This design comes from an exercise in tuning for small area, a short achievable clock period and few clock cycles per item on the open sky130 flow, not from production work. The RTL was checked by simulation tests, not by an equivalence proof against the original design. Power figures rest on the tool's default switching activity, not on a simulated workload.

==> branch yarrow: inputs <==
// corner_point_merge_table
module corner_point_merge_table
#(
  parameter int MAX_MARKS = MAX_MARKS_DEF
) (
  input  logic                      clk,
  input  logic                      rst_n,
  input  logic                      in_push,
  output logic                      in_full,
  input  logic [REQ_BITS-1:0]       in_req_type,
  input  logic [COORD_BITS-1:0]     in_point_x,
  input  logic [COORD_BITS-1:0]     in_point_y,
  input  logic [SCORE_BITS-1:0]     in_point_score,
  input  logic [SLOT_BITS-1:0]      in_read_slot,
  output logic                      out_empty,
  input  logic                      out_pop,
  output logic [2:0]                out_action,
  output logic [SLOT_BITS-1:0]      out_slot_index,
  output logic [COORD_BITS-1:0]     out_entry_x,
  output logic [COORD_BITS-1:0]     out_entry_y,
  output logic                      out_entry_valid,
  output logic [COUNT_BITS-1:0]     out_mark_count,
  input  logic                      cfg_we,
  input  logic [CFG_IDX_BITS-1:0]   cfg_index,
  input  logic [CFG_DATA_BITS-1:0]  cfg_data
);
  logic [COORD_BITS-1:0] x_start, y_start;
  logic [COORD_BITS:0]   x_end, y_end;
  logic [MD_BITS-1:0]    md_m1;
  logic                  md_zero;
  cpmt_front u_front (
    .clk       (clk),
    .rst_n     (rst_n),
    .cfg_we    (cfg_we),
    .cfg_index (cfg_index),
    .cfg_data  (cfg_data),
    .x_start   (x_start),
    .x_end     (x_end),
    .y_start   (y_start),
    .y_end     (y_end),
    .md_m1     (md_m1),
    .md_zero   (md_zero)
  );
  logic [RESQ_DEPTH-1:0] fl_r, fl_nxt;
  logic                  take, res_pop;
  assign take    = in_push && !in_full;
  assign res_pop = out_pop && !out_empty;
  always_comb begin
    fl_nxt = fl_r;
    if (take && !res_pop)      fl_nxt = {fl_r[RESQ_DEPTH-2:0], 1'b1};
  ...
Settings: LEC_CHECK=0, CAP_MARGIN=20, CORE_MARGIN=2, CORE_UTILIZATION=50, SLEW_MARGIN=20; clock period 15.0 ns.
standard.sh (not shown) runs the stock make flow with config.mk's settings and CLKGATE_MAP_FILE= SYNTH_SCRIPT=/design/flow/synth_recipe.tcl, a recipe that flattens the netlist after the stock synthesis.
==> flow/flow/run.sh <==
#!/bin/bash
# Standard synthesis, then the standard layout steps with timing repair aimed
# at more setup slack than the clock period alone asks for. Each step's full
# output goes to its own log file here.
set -euo pipefail
bash standard.sh synth > synth.log 2>&1
bash standard.sh SETUP_SLACK_MARGIN=10.6 TNS_END_PERCENT=5 finish > layout.log 2>&1
==> branch lagoon: changes against branch yarrow <==
--- a/flow/design.v
+++ b/flow/design.v
@@ -158,16 +158,16 @@
     c = 1'b1;
     for (int i = 0; i < SCORE_BITS; i++) c = (a[i] & ~b[i]) | ((a[i] | ~b[i]) & c);
     ge_s = c;
   endfunction
   logic [CW-1:0]         mx [0:N-1];
   logic [CW-1:0]         my [0:N-1];
   logic [SCORE_BITS-1:0] ms [0:N-1];
-  logic [N-1:0]          held_r;      
   logic [COUNT_BITS-1:0] count_r;
+  logic [N-1:0]          held;        
   logic                  r_v;
   logic [1:0]            r_kind;      
   logic [CW-1:0]         r_x, r_y;
   logic [SCORE_BITS-1:0] r_score;
   logic [SLOT_BITS-1:0]  r_slot;
   logic [N-1:0]          r_hit, r_higher;
   logic          outside;
@@ -242,25 +242,30 @@
   always_comb begin
     prior[0] = 1'b0;
     for (int k = 1; k < N; k++) prior[k] = prior[k-1] | hit[k-1];
   end
   assign first    = hit & ~prior;
   assign any_hit  = |hit;
   assign repl     = |(first & higher);
-  assign room     = !held_r[N-1];
-  assign ins_slot = ~held_r & {held_r[N-2:0], 1'b1};
+  always_comb begin
+    for (int k = 0; k < N; k++) begin
+      held[k]     = count_r > COUNT_BITS'(k);
+      ins_slot[k] = count_r == COUNT_BITS'(k);
+    end
+  end
+  assign room     = !count_r[COUNT_BITS-1];
   assign wmask    = {N{is_offer}} & ((first & higher) | ({N{!any_hit}} & ins_slot));
   always_comb begin
     first_idx = '0;
     for (int k = 0; k < N; k++) if (first[k]) first_idx = first_idx | SLOT_BITS'(k);
   end
   always_comb begin
     for (int k = 0; k < N; k++) rd_dec[k] = (r_slot == SLOT_BITS'(k));
   end
-  assign rd_held = |(rd_dec & held_r);
+  assign rd_held = {1'b0, r_slot} < count_r;
   assign rd_sel  = rd_dec & {N{is_read}};
   assign sel     = first | rd_sel;
   always_comb begin
     sx = '0;
     sy = '0;
     for (int k = 0; k < N; k++) begin
       sx = sx | (mx[k] & {CW{sel[k]}});
@@ -274,24 +279,22 @@
         my[k] <= r_y;
         ms[k] <= r_score;
       end
     end
   end
   for (genvar k = 0; k < N; k++) begin : g_fold
     always_ff @(posedge clk) begin
-      r_hit[k]    <= wmask[k] ? c_fhit    : (c_hit[k] && held_r[k] && !is_clear);
+      r_hit[k]    <= wmask[k] ? c_fhit    : (c_hit[k] && held[k] && !is_clear);
       r_higher[k] <= wmask[k] ? c_fhigher : c_higher[k];
     end
   end
   always_ff @(posedge clk) begin
     if (!rst_n || is_clear) begin
-      held_r  <= '0;
       count_r <= '0;
     end else begin
-      held_r <= held_r | wmask;
       if (is_offer && !any_hit && room) count_r <= count_r + 1'b1;
     end
   end
   logic [2:0]            a;
   logic [SLOT_BITS-1:0]  sl;
   logic [CW-1:0]         ex, ey;
   logic                  ev;
==> flow/flow/run.sh (replaced) <==
#!/bin/bash
# Standard synthesis, then the standard layout steps with timing repair aimed
# at more setup slack than the clock period alone asks for. Each step's full
# output goes to its own log file here.
set -euo pipefail
bash standard.sh synth > synth.log 2>&1
bash standard.sh SETUP_SLACK_MARGIN=10.4 TNS_END_PERCENT=5 finish > layout.log 2>&1
CORE_UTILIZATION = 55   (was 50)
CTS_BUF_LIST = sky130_fd_sc_hd__clkbuf_8   (was unset)
==> summary of the runs <==
In branch lagoon the sequential share of layout area is higher than in branch yarrow, by 0.75 points. In branch lagoon the sequential power is lower than in branch yarrow, by about 2%. Flip-flop and latch count: branch lagoon is lower than branch yarrow (63). Between branch lagoon and branch yarrow, the lower wire length is in branch lagoon (gap about 9%, measured against branch yarrow). Of branch lagoon and branch yarrow, branch yarrow has the higher final area (gap 3.0%, measured against branch yarrow). Global-route usage: branch yarrow is lower than branch lagoon (0.27 points). In branch yarrow the critical path depth is higher than in branch lagoon, by 5. In branch yarrow the register-to-register slack is better than in branch lagoon, by 0.23 ns. Branch yarrow passed the timing, DRC and antenna checks. Branch lagoon went through all stages and came out clean.
==> figures <==
	branch lagoon	branch yarrow
Outcome	finished clean	finished clean
Gr usage total	42.5%	42.3%
Clk latency of the worst-skew pair	1.23 ns	0.99 ns
Well Taps	3,589	3,958
Vias per inst	7.11	7.12
Routing usage on met1	56.0%	55.3%
Final core utilization	62.7%	58.8%
Maximum number of pins on one net before global-route repair	77	70
Count of inserted antenna diode cells	11	29
Cell at the root of the clock tree	sky130_fd_sc_hd__clkbuf_8	sky130_fd_sc_hd__clkbuf_16
Dominant cell type by count on the critical path	sky130_fd_sc_hd__nand2_1	sky130_fd_sc_hd__maj3_1
Die area	279,000 sq um	307,000 sq um
Worst hold margin	0.302 ns	0.326 ns
Met2 wire length	268,000 microns	284,000 microns
Total via count in the routed design	122,000	126,000
Clock distribution power	0.00708 W	0.00844 W
Flip-flop and latch count after synthesis	2,911	2,974
Power density of the placed cells	111 nW/um^2	119 nW/um^2
Testbench counts of branch yarrow, summed over its fixed seeds: cycles 6,384, items 6,360.
Testbench counts of branch lagoon, summed over its fixed seeds: cycles 6,384, items 6,360.

port drivers added, routing unchanged:
The results above use ideal ports. As a check the final layouts listed here were re-extracted and re-timed, cells and wires unchanged. Step 1: set_driving_cell puts a clkbuf_16 on clk and a buf_2 on each other input, an assumption about the parent block. Step 2 moves the port delays by t, midway between the first and last clock arrival at a register: inputs arrive t later, outputs are due t later. That takes back most of the time a late clock gives input paths. Slacks: no drivers / after step 1 / after step 2; pairs: no drivers / after step 1.
| run | t, ns | setup WS [ns] | worst register clock-pin slew, ns | worst slew at a driven data input, ns | cell pins on the clock port's net |
|---|---|---|---|---|---|
| branch yarrow | 1.062 | 10.188 / 10.175 / 9.317 | 0.07 / 0.07 | 0.08 | 1 |
| branch lagoon | 1.271 | 9.961 / 9.961 / 9.249 | 0.07 / 0.07 | 0.14 | 1 |
After both steps every run listed still meets setup and hold. For branch yarrow, which loses most, drivers alone change the setup slack by -0.013 ns; drivers and shift together by -0.871 ns.
